What follows belongs to an exercise in optimizing a design on an open flow for small area, a short achievable clock period and few clock cycles; a production flow would make more cautious choices. Function was checked by simulation only, so behaviour that the tests miss may differ from the original. Power is estimated from default activity; no workload was simulated.

// prog_mem
module prog_mem (
  input  logic        clk,
  input  logic        reset,
  input  logic        ld_start,
  input  logic        ld_valid,
  input  logic [15:0] ld_data,
  input  logic        ld_last,
  output logic        ld_ready,
  input  logic [6:0]  cpu_addr,
  output logic [15:0] cpu_data,
  output logic        cpu_reset,
  output logic        loaded,
  output logic        err,
  output logic [6:0]  wr_ptr
);
Size in the first run: ~6600 cells after synthesis, roughly 55 I/O pins, about 0.073 mm² of cells after synthesis.
Settings: LEC_CHECK=0, ABC_AREA=1, ABC_CLOCK_PERIOD_IN_PS=5000, CAP_MARGIN=20, CORE_MARGIN=2, CORE_UTILIZATION=66, CTS_BUF_LIST=sky130_fd_sc_hd__clkbuf_16, CTS_CLUSTER_DIAMETER=100, CTS_CLUSTER_SIZE=25, SETUP_SLACK_MARGIN=3.5, SLEW_MARGIN=20, SYNTH_HIERARCHICAL=1; clock period 8.0 ns.
standard.sh (not shown) runs the stock make flow with config.mk's settings and CLKGATE_MAP_FILE= SYNTH_SCRIPT=/design/flow/synth_recipe.tcl, a recipe that flattens the netlist after the stock synthesis.
==> flow/flow/run.sh <==
#!/bin/bash
# Own flow: the standard layout, with one change to synthesis (flow/map_cells.tcl inserted into
# synth_recipe.tcl after ORFS's synthesis): the RTL's gate-level blocks become the standard-cell
# netlists of flow/cells.v. Everything else, including the registers and their names, is the
# standard flow. The whole flow's output goes to own_flow.log; ORFS's per-step logs to orfs/logs.
set -euo pipefail
W=$PWD
sed -e "s#@FLOW@#$W/flow#g" "$W/flow/map_cells.tcl" > "$W/map_cells.tcl"
sed -e "/^source .*synth.tcl/r $W/map_cells.tcl" "$W/synth_recipe.tcl" > "$W/own_synth.tcl"
grep -q "cells.v" "$W/own_synth.tcl"
sed -e "s#$W/synth_recipe.tcl#$W/own_synth.tcl#g" "$W/standard.sh" > "$W/own_standard.sh"
grep -q own_synth.tcl "$W/own_standard.sh"
bash "$W/own_standard.sh" > "$W/own_flow.log" 2>&1
==> flow/flow/cells.v <==
// Standard-cell netlists of the RTL's gate-level blocks, read by map_cells.tcl in place of the
// RTL modules of the same names and ports (the layout is proved equivalent to the RTL).

// Next state of each stored bit: (q & keep) | (d & we), one a22o per bit.
module prog_mem_store (
  input  [2047:0] q,
  input           keep,
  input  [127:0]  we,
  input  [15:0]   d,
  output [2047:0] nxt
);
  genvar r, b;
  generate
    for (r = 0; r < 128; r = r + 1) begin : g_row
      for (b = 0; b < 16; b = b + 1) begin : g_bit
        sky130_fd_sc_hd__a22o_1 u_nxt (
          .A1(q[16*r+b]), .A2(keep), .B1(d[b]), .B2(we[r]), .X(nxt[16*r+b])
        );
      end
    end
  endgenerate
endmodule

// One-hot read select: a nor2 of the two active-low predecoded address halves.
module prog_mem_rsel (
  input  [7:0]   lo_n,
  input  [15:0]  hi_n,
  output [127:0] sel
);
  genvar r;
  generate
    for (r = 0; r < 128; r = r + 1) begin : g_sel
      sky130_fd_sc_hd__nor2_2 u_sel (.A(lo_n[r % 8]), .B(hi_n[r / 8]), .Y(sel[r]));
    end
  endgenerate
endmodule

// One output bit: 64 a22oi (two selected bits each, inverted), then a tree of two-input gates
// (nand2, nor2, nand2, nor2, nand2) and a final or2.
module prog_mem_rcol (
  input  [127:0] bits,
  input  [127:0] sel,
  output         y
);
  wire [63:0] l1_n;  // inverted OR of 2 bits
  wire [31:0] l2;    // OR of 4
  wire [15:0] l3_n;  // inverted OR of 8
  wire [7:0]  l4;    // OR of 16
  wire [3:0]  l5_n;  // inverted OR of 32
  wire [1:0]  l6;    // OR of 64
  genvar g;
  generate
    for (g = 0; g < 64; g = g + 1) begin : g_l1
      sky130_fd_sc_hd__a22oi_1 u (
        .A1(bits[2*g]), .A2(sel[2*g]), .B1(bits[2*g+1]), .B2(sel[2*g+1]), .Y(l1_n[g])
      );
    end
    for (g = 0; g < 32; g = g + 1) begin : g_l2
      sky130_fd_sc_hd__nand2_1 u (.A(l1_n[2*g]), .B(l1_n[2*g+1]), .Y(l2[g]));
    end
    for (g = 0; g < 16; g = g + 1) begin : g_l3
      sky130_fd_sc_hd__nor2_1 u (.A(l2[2*g]), .B(l2[2*g+1]), .Y(l3_n[g]));
    end
    for (g = 0; g < 8; g = g + 1) begin : g_l4
      sky130_fd_sc_hd__nand2_1 u (.A(l3_n[2*g]), .B(l3_n[2*g+1]), .Y(l4[g]));
    end
    for (g = 0; g < 4; g = g + 1) begin : g_l5
      sky130_fd_sc_hd__nor2_2 u (.A(l4[2*g]), .B(l4[2*g+1]), .Y(l5_n[g]));
    end
    for (g = 0; g < 2; g = g + 1) begin : g_l6
      sky130_fd_sc_hd__nand2_2 u (.A(l5_n[2*g]), .B(l5_n[2*g+1]), .Y(l6[g]));
    end
  endgenerate
  sky130_fd_sc_hd__or2_2 u_out (.A(l6[0]), .B(l6[1]), .X(y));
endmodule
Other scripts of this flow, unchanged in this note and not shown: flow/flow/map_cells.tcl
Testbench counts at the start, summed over its fixed seeds: cycles 16,575.
Then changed:
==> flow/flow/cells.v (replaced) <==
// Standard-cell netlists of the RTL's gate-level blocks, read by map_cells.tcl in place of the
// RTL modules of the same names and ports (the layout is proved equivalent to the RTL).

// Next state of each stored bit: (q & keep) | (d & we), one a22o per bit.
module prog_mem_store (
  input  [2047:0] q,
  input           keep,
  input  [127:0]  we,
  input  [15:0]   d,
  output [2047:0] nxt
);
  genvar r, b;
  generate
    for (r = 0; r < 128; r = r + 1) begin : g_row
      for (b = 0; b < 16; b = b + 1) begin : g_bit
        sky130_fd_sc_hd__a22o_1 u_nxt (
          .A1(q[16*r+b]), .A2(keep), .B1(d[b]), .B2(we[r]), .X(nxt[16*r+b])
        );
      end
    end
  endgenerate
endmodule

// One-hot read select: a nor2 of the two active-low predecoded address halves.
module prog_mem_rsel (
  input  [7:0]   lo_n,
  input  [15:0]  hi_n,
  output [127:0] sel
);
  genvar r;
  generate
    for (r = 0; r < 128; r = r + 1) begin : g_sel
      sky130_fd_sc_hd__nor2_1 u_sel (.A(lo_n[r % 8]), .B(hi_n[r / 8]), .Y(sel[r]));
    end
  endgenerate
endmodule

// One output bit: 64 a22oi (two selected bits each, inverted), then 16 nand4, 4 nor4 and a
// final nand4.
module prog_mem_rcol (
  input  [127:0] bits,
  input  [127:0] sel,
  output         y
);
  wire [63:0] t_n;
  wire [15:0] u;
  wire [3:0]  v_n;
  genvar g;
  generate
    for (g = 0; g < 64; g = g + 1) begin : g_ao
      sky130_fd_sc_hd__a22oi_1 u_ao (
        .A1(bits[2*g]), .A2(sel[2*g]), .B1(bits[2*g+1]), .B2(sel[2*g+1]), .Y(t_n[g])
      );
    end
    for (g = 0; g < 16; g = g + 1) begin : g_na
      sky130_fd_sc_hd__nand4_1 u_na (
        .A(t_n[4*g]), .B(t_n[4*g+1]), .C(t_n[4*g+2]), .D(t_n[4*g+3]), .Y(u[g])
      );
    end
    for (g = 0; g < 4; g = g + 1) begin : g_no
      sky130_fd_sc_hd__nor4_1 u_no (
        .A(u[4*g]), .B(u[4*g+1]), .C(u[4*g+2]), .D(u[4*g+3]), .Y(v_n[g])
      );
    end
  endgenerate
  sky130_fd_sc_hd__nand4_1 u_out (.A(v_n[0]), .B(v_n[1]), .C(v_n[2]), .D(v_n[3]), .Y(y));
endmodule
CORE_UTILIZATION = 65   (was 66)
CTS_BUF_LIST = default   (was sky130_fd_sc_hd__clkbuf_16)
CTS_CLUSTER_DIAMETER = default   (was 100)
CTS_CLUSTER_SIZE = default   (was 25)
SETUP_SLACK_MARGIN = 4.0   (was 3.5)
What happened: The changed run finished with timing, DRC and antenna clean. Power rose by 26%. Wire length rose by 3.4%. Critical path depth fell by 2. Combinational power fell by about 2%. Final area rose by 1.2%. Utilization rose by 2.3 points. Non-clock buffer count rose by 105.
Then changed:
--- a/flow/flow/cells.v
+++ b/flow/flow/cells.v
@@ -37,4 +37,4 @@
 
-// One output bit: 64 a22oi (two selected bits each, inverted), then 16 nand4, 4 nor4 and a
-// final nand4.
+// One output bit: 42 a222oi and one a22oi (three or two selected bits each, inverted), then
+// nand4/nand3, nor4/nor3 and a final nand3.
 module prog_mem_rcol (
@@ -44,13 +44,16 @@
 );
-  wire [63:0] t_n;
-  wire [15:0] u;
-  wire [3:0]  v_n;
+  wire [42:0] t_n;
+  wire [10:0] u;
+  wire [2:0]  v_n;
   genvar g;
   generate
-    for (g = 0; g < 64; g = g + 1) begin : g_ao
-      sky130_fd_sc_hd__a22oi_1 u_ao (
-        .A1(bits[2*g]), .A2(sel[2*g]), .B1(bits[2*g+1]), .B2(sel[2*g+1]), .Y(t_n[g])
+    for (g = 0; g < 42; g = g + 1) begin : g_ao
+      sky130_fd_sc_hd__a222oi_1 u_ao (
+        .A1(bits[3*g]),   .A2(sel[3*g]),
+        .B1(bits[3*g+1]), .B2(sel[3*g+1]),
+        .C1(bits[3*g+2]), .C2(sel[3*g+2]),
+        .Y(t_n[g])
       );
     end
-    for (g = 0; g < 16; g = g + 1) begin : g_na
+    for (g = 0; g < 10; g = g + 1) begin : g_na
       sky130_fd_sc_hd__nand4_1 u_na (
@@ -59,9 +62,11 @@
     end
-    for (g = 0; g < 4; g = g + 1) begin : g_no
-      sky130_fd_sc_hd__nor4_1 u_no (
-        .A(u[4*g]), .B(u[4*g+1]), .C(u[4*g+2]), .D(u[4*g+3]), .Y(v_n[g])
-      );
-    end
   endgenerate
-  sky130_fd_sc_hd__nand4_1 u_out (.A(v_n[0]), .B(v_n[1]), .C(v_n[2]), .D(v_n[3]), .Y(y));
+  sky130_fd_sc_hd__a22oi_1 u_ao_last (
+    .A1(bits[126]), .A2(sel[126]), .B1(bits[127]), .B2(sel[127]), .Y(t_n[42])
+  );
+  sky130_fd_sc_hd__nand3_1 u_na_last (.A(t_n[40]), .B(t_n[41]), .C(t_n[42]), .Y(u[10]));
+  sky130_fd_sc_hd__nor4_1 u_no0 (.A(u[0]), .B(u[1]), .C(u[2]), .D(u[3]), .Y(v_n[0]));
+  sky130_fd_sc_hd__nor4_1 u_no1 (.A(u[4]), .B(u[5]), .C(u[6]), .D(u[7]), .Y(v_n[1]));
+  sky130_fd_sc_hd__nor3_1 u_no2 (.A(u[8]), .B(u[9]), .C(u[10]), .Y(v_n[2]));
+  sky130_fd_sc_hd__nand3_1 u_out (.A(v_n[0]), .B(v_n[1]), .C(v_n[2]), .Y(y));
 endmodule
CORE_UTILIZATION = 60   (was 65)
CTS_BUF_LIST = sky130_fd_sc_hd__clkbuf_16   (was default)
CTS_CLUSTER_DIAMETER = 100   (was default)
CTS_CLUSTER_SIZE = 25   (was default)
SETUP_SLACK_MARGIN = 2.5   (was 4.0)
Outcome: Synthesized cell count fell by a little under a tenth; die area goes up by a few percent; first-iteration DRC count increases by a quarter to a third; maximum frequency goes down by a few percent; final area shrinks by roughly a tenth; core utilization came out lower by 11 points; worst setup slack got worse by 0.30 ns; power fell by about a fifth.
Then changed:
==> flow/flow/cells.v (replaced) <==
// Standard-cell netlists of the RTL's gate-level blocks, read by map_cells.tcl in place of the
// RTL modules of the same names and ports (the layout is proved equivalent to the RTL).

// Next state of each stored bit: (q & keep) | (d & we), one a22o per bit.
module prog_mem_store (
  input  [2047:0] q,
  input           keep,
  input  [127:0]  we,
  input  [15:0]   d,
  output [2047:0] nxt
);
  genvar r, b;
  generate
    for (r = 0; r < 128; r = r + 1) begin : g_row
      for (b = 0; b < 16; b = b + 1) begin : g_bit
        sky130_fd_sc_hd__a22o_1 u_nxt (
          .A1(q[16*r+b]), .A2(keep), .B1(d[b]), .B2(we[r]), .X(nxt[16*r+b])
        );
      end
    end
  endgenerate
endmodule

// One-hot read select: a nor2 of the two active-low predecoded address halves.
module prog_mem_rsel (
  input  [7:0]   lo_n,
  input  [15:0]  hi_n,
  output [127:0] sel
);
  genvar r;
  generate
    for (r = 0; r < 128; r = r + 1) begin : g_sel
      sky130_fd_sc_hd__nor2_1 u_sel (.A(lo_n[r % 8]), .B(hi_n[r / 8]), .Y(sel[r]));
    end
  endgenerate
endmodule

// One output bit: 64 a22oi (two selected bits each, inverted), then a tree of two-input gates
// (nand2, nor2, nand2, nor2, nand2) and a final or2.
module prog_mem_rcol (
  input  [127:0] bits,
  input  [127:0] sel,
  output         y
);
  wire [63:0] l1_n;  // inverted OR of 2 bits
  wire [31:0] l2;    // OR of 4
  wire [15:0] l3_n;  // inverted OR of 8
  wire [7:0]  l4;    // OR of 16
  wire [3:0]  l5_n;  // inverted OR of 32
  wire [1:0]  l6;    // OR of 64
  genvar g;
  generate
    for (g = 0; g < 64; g = g + 1) begin : g_l1
      sky130_fd_sc_hd__a22oi_1 u (
        .A1(bits[2*g]), .A2(sel[2*g]), .B1(bits[2*g+1]), .B2(sel[2*g+1]), .Y(l1_n[g])
      );
    end
    for (g = 0; g < 32; g = g + 1) begin : g_l2
      sky130_fd_sc_hd__nand2_1 u (.A(l1_n[2*g]), .B(l1_n[2*g+1]), .Y(l2[g]));
    end
    for (g = 0; g < 16; g = g + 1) begin : g_l3
      sky130_fd_sc_hd__nor2_1 u (.A(l2[2*g]), .B(l2[2*g+1]), .Y(l3_n[g]));
    end
    for (g = 0; g < 8; g = g + 1) begin : g_l4
      sky130_fd_sc_hd__nand2_1 u (.A(l3_n[2*g]), .B(l3_n[2*g+1]), .Y(l4[g]));
    end
    for (g = 0; g < 4; g = g + 1) begin : g_l5
      sky130_fd_sc_hd__nor2_2 u (.A(l4[2*g]), .B(l4[2*g+1]), .Y(l5_n[g]));
    end
    for (g = 0; g < 2; g = g + 1) begin : g_l6
      sky130_fd_sc_hd__nand2_2 u (.A(l5_n[2*g]), .B(l5_n[2*g+1]), .Y(l6[g]));
    end
  endgenerate
  sky130_fd_sc_hd__or2_2 u_out (.A(l6[0]), .B(l6[1]), .X(y));
endmodule
SETUP_SLACK_MARGIN = 3.5   (was 2.5)
Routed wire length climbs by about 1%.
Cell count climbs by 15%.
Die area climbs by about 5%.
Global-route usage drops by 1.8 points.
Final area climbs by about 7%.
Clock-buffer cell count climbs by 3.
Clock skew climbs by 0.0032 ns.

---

prog_mem, a different RTL version from the one above (not shown whole).
Size in the first run: roughly 6,500 cells after synthesis, about 55 I/O pins, roughly 0.073 mm² of cells after synthesis.
clock: 8.0 ns
lec_check: 0
abc_area: 1
abc_clock_period_in_ps: 5000
cap_margin: 10
core_margin: 2
core_utilization: 60
cts_buf_list: sky130_fd_sc_hd__clkbuf_16
cts_cluster_diameter: 100
cts_cluster_size: 25
setup_slack_margin: 2.5
slew_margin: 10
synth_hierarchical: 1
==> flow/flow/cells.v <==
// Standard-cell netlists of the RTL's gate-level blocks, read by map_cells.tcl in place of the
// RTL modules of the same names and ports (the layout is proved equivalent to the RTL).

// Next state of each stored bit: (q & keep) | (d & we), one a22o per bit.
module prog_mem_store (
  input  [2047:0] q,
  input           keep,
  input  [127:0]  we,
  input  [15:0]   d,
  output [2047:0] nxt
);
  genvar r, b;
  generate
    for (r = 0; r < 128; r = r + 1) begin : g_row
      for (b = 0; b < 16; b = b + 1) begin : g_bit
        sky130_fd_sc_hd__a22o_1 u_nxt (
          .A1(q[16*r+b]), .A2(keep), .B1(d[b]), .B2(we[r]), .X(nxt[16*r+b])
        );
      end
    end
  endgenerate
endmodule

// One-hot read select: inverters for the address, nand4 predecoders for the low three bits
// (with the enable) and the high four bits, and a nor2 per row.
module prog_mem_rdec (
  input  [6:0]   addr,
  input          en,
  output [127:0] sel
);
  wire [13:0]  lit;  // lit[2k] = !addr[k], lit[2k+1] = addr[k]
  wire [7:0]   lo_n;
  wire [15:0]  hi_n;
  genvar k, i, r;
  generate
    for (k = 0; k < 7; k = k + 1) begin : g_lit
      sky130_fd_sc_hd__inv_2 u_inv (.A(addr[k]), .Y(lit[2*k]));
      assign lit[2*k+1] = addr[k];
    end
    for (i = 0; i < 8; i = i + 1) begin : g_lo
      sky130_fd_sc_hd__nand4_1 u_lo (
        .A(en), .B(lit[0 + (i & 1)]), .C(lit[2 + ((i >> 1) & 1)]), .D(lit[4 + ((i >> 2) & 1)]),
        .Y(lo_n[i])
      );
    end
    for (i = 0; i < 16; i = i + 1) begin : g_hi
      sky130_fd_sc_hd__nand4_1 u_hi (
        .A(lit[6 + (i & 1)]), .B(lit[8 + ((i >> 1) & 1)]), .C(lit[10 + ((i >> 2) & 1)]),
        .D(lit[12 + ((i >> 3) & 1)]), .Y(hi_n[i])
      );
    end
    for (r = 0; r < 128; r = r + 1) begin : g_sel
      sky130_fd_sc_hd__nor2_1 u_sel (.A(lo_n[r % 8]), .B(hi_n[r / 8]), .Y(sel[r]));
    end
  endgenerate
endmodule

// One output bit: 64 a22oi (two selected bits each, inverted), then a tree of two-input gates
// (nand2, nor2, nand2, nor2, nand2) and a final or2.
module prog_mem_rcol (
  input  [127:0] bits,
  input  [127:0] sel,
  output         y
);
  wire [63:0] l1_n;  // inverted OR of 2 bits
  wire [31:0] l2;    // OR of 4
  wire [15:0] l3_n;  // inverted OR of 8
  wire [7:0]  l4;    // OR of 16
  wire [3:0]  l5_n;  // inverted OR of 32
  wire [1:0]  l6;    // OR of 64
  genvar g;
  generate
    for (g = 0; g < 64; g = g + 1) begin : g_l1
      sky130_fd_sc_hd__a22oi_1 u (
        .A1(bits[2*g]), .A2(sel[2*g]), .B1(bits[2*g+1]), .B2(sel[2*g+1]), .Y(l1_n[g])
      );
    end
    for (g = 0; g < 32; g = g + 1) begin : g_l2
      sky130_fd_sc_hd__nand2_1 u (.A(l1_n[2*g]), .B(l1_n[2*g+1]), .Y(l2[g]));
    end
    for (g = 0; g < 16; g = g + 1) begin : g_l3
      sky130_fd_sc_hd__nor2_1 u (.A(l2[2*g]), .B(l2[2*g+1]), .Y(l3_n[g]));
    end
    for (g = 0; g < 8; g = g + 1) begin : g_l4
      sky130_fd_sc_hd__nand2_1 u (.A(l3_n[2*g]), .B(l3_n[2*g+1]), .Y(l4[g]));
    end
    for (g = 0; g < 4; g = g + 1) begin : g_l5
      sky130_fd_sc_hd__nor2_2 u (.A(l4[2*g]), .B(l4[2*g+1]), .Y(l5_n[g]));
    end
    for (g = 0; g < 2; g = g + 1) begin : g_l6
      sky130_fd_sc_hd__nand2_2 u (.A(l5_n[2*g]), .B(l5_n[2*g+1]), .Y(l6[g]));
    end
  endgenerate
  sky130_fd_sc_hd__or2_2 u_out (.A(l6[0]), .B(l6[1]), .X(y));
endmodule
Scripts as last shown in full above: flow/flow/run.sh
Other scripts of this flow, unchanged in this note and not shown: flow/flow/map_cells.tcl
The first run went through all stages and came out clean.
Testbench counts at the start, summed over its fixed seeds: cycles 16,575.
Next try:
--- a/flow/flow/cells.v
+++ b/flow/flow/cells.v
@@ -39,5 +39,5 @@
     end
     for (i = 0; i < 8; i = i + 1) begin : g_lo
-      sky130_fd_sc_hd__nand4_1 u_lo (
+      sky130_fd_sc_hd__nand4_2 u_lo (
         .A(en), .B(lit[0 + (i & 1)]), .C(lit[2 + ((i >> 1) & 1)]), .D(lit[4 + ((i >> 2) & 1)]),
         .Y(lo_n[i])
@@ -45,5 +45,5 @@
     end
     for (i = 0; i < 16; i = i + 1) begin : g_hi
-      sky130_fd_sc_hd__nand4_1 u_hi (
+      sky130_fd_sc_hd__nand4_2 u_hi (
         .A(lit[6 + (i & 1)]), .B(lit[8 + ((i >> 1) & 1)]), .C(lit[10 + ((i >> 2) & 1)]),
         .D(lit[12 + ((i >> 3) & 1)]), .Y(hi_n[i])
@@ -51,5 +51,5 @@
     end
     for (r = 0; r < 128; r = r + 1) begin : g_sel
-      sky130_fd_sc_hd__nor2_1 u_sel (.A(lo_n[r % 8]), .B(hi_n[r / 8]), .Y(sel[r]));
+      sky130_fd_sc_hd__nor2_2 u_sel (.A(lo_n[r % 8]), .B(hi_n[r / 8]), .Y(sel[r]));
     end
   endgenerate
- SETUP_SLACK_MARGIN: 2.5 -> 3.5
After rerunning: The changed run went through all stages and came out clean; synthesized cell count is unchanged; worst setup slack is better by 0.096 ns; critical path depth shrinks by 2; area after synthesis rises by about 0.65%.

port drivers added, routing unchanged:
How much do the figures lean on ideal ports? The routed layouts below were timed once more, with nothing changed but the port constraints. Step 1 sets driving cells, clkbuf_16 on the clock port and buf_2 on the other inputs (assumed; they add their load-dependent delay and slew). Step 2 also shifts input and output timing later by t, the mid clock arrival at the registers, as if the neighbouring blocks saw the same clock. Slacks: ideal ports / drivers / drivers and shift; pairs: ideal ports / drivers.
run | t, ns | setup slack, ns | latest minus earliest clock arrival (ns) | worst register clock-pin slew, ns | worst data-port slew with drivers (ns)
the first run of note 1 | 0.792 | 2.380 / 2.273 / 2.273 | 0.032 / 0.031 | 0.11 / 0.11 | 0.14
the second run of note 1 | 0.876 | 1.958 / 1.890 / 1.890 | 0.024 / 0.024 | 0.07 / 0.07 | 0.16
the third run of note 1 | 0.796 | 1.660 / 1.501 / 1.501 | 0.032 / 0.032 | 0.11 / 0.11 | 0.16
the fourth run of note 1 | 0.786 | 2.411 / 2.277 / 2.277 | 0.030 / 0.029 | 0.11 / 0.11 | 0.13
the first run of note 2 | 0.796 | 2.446 / 2.322 / 2.322 | 0.033 / 0.033 | 0.11 / 0.11 | 0.15
the second run of note 2 | 0.812 | 2.543 / 2.471 / 2.471 | 0.032 / 0.031 | 0.11 / 0.11 | 0.07
After both steps every run listed still meets setup and hold. For the third run of note 1, which loses most, drivers alone change the setup slack by -0.159 ns; drivers and shift together by -0.159 ns.
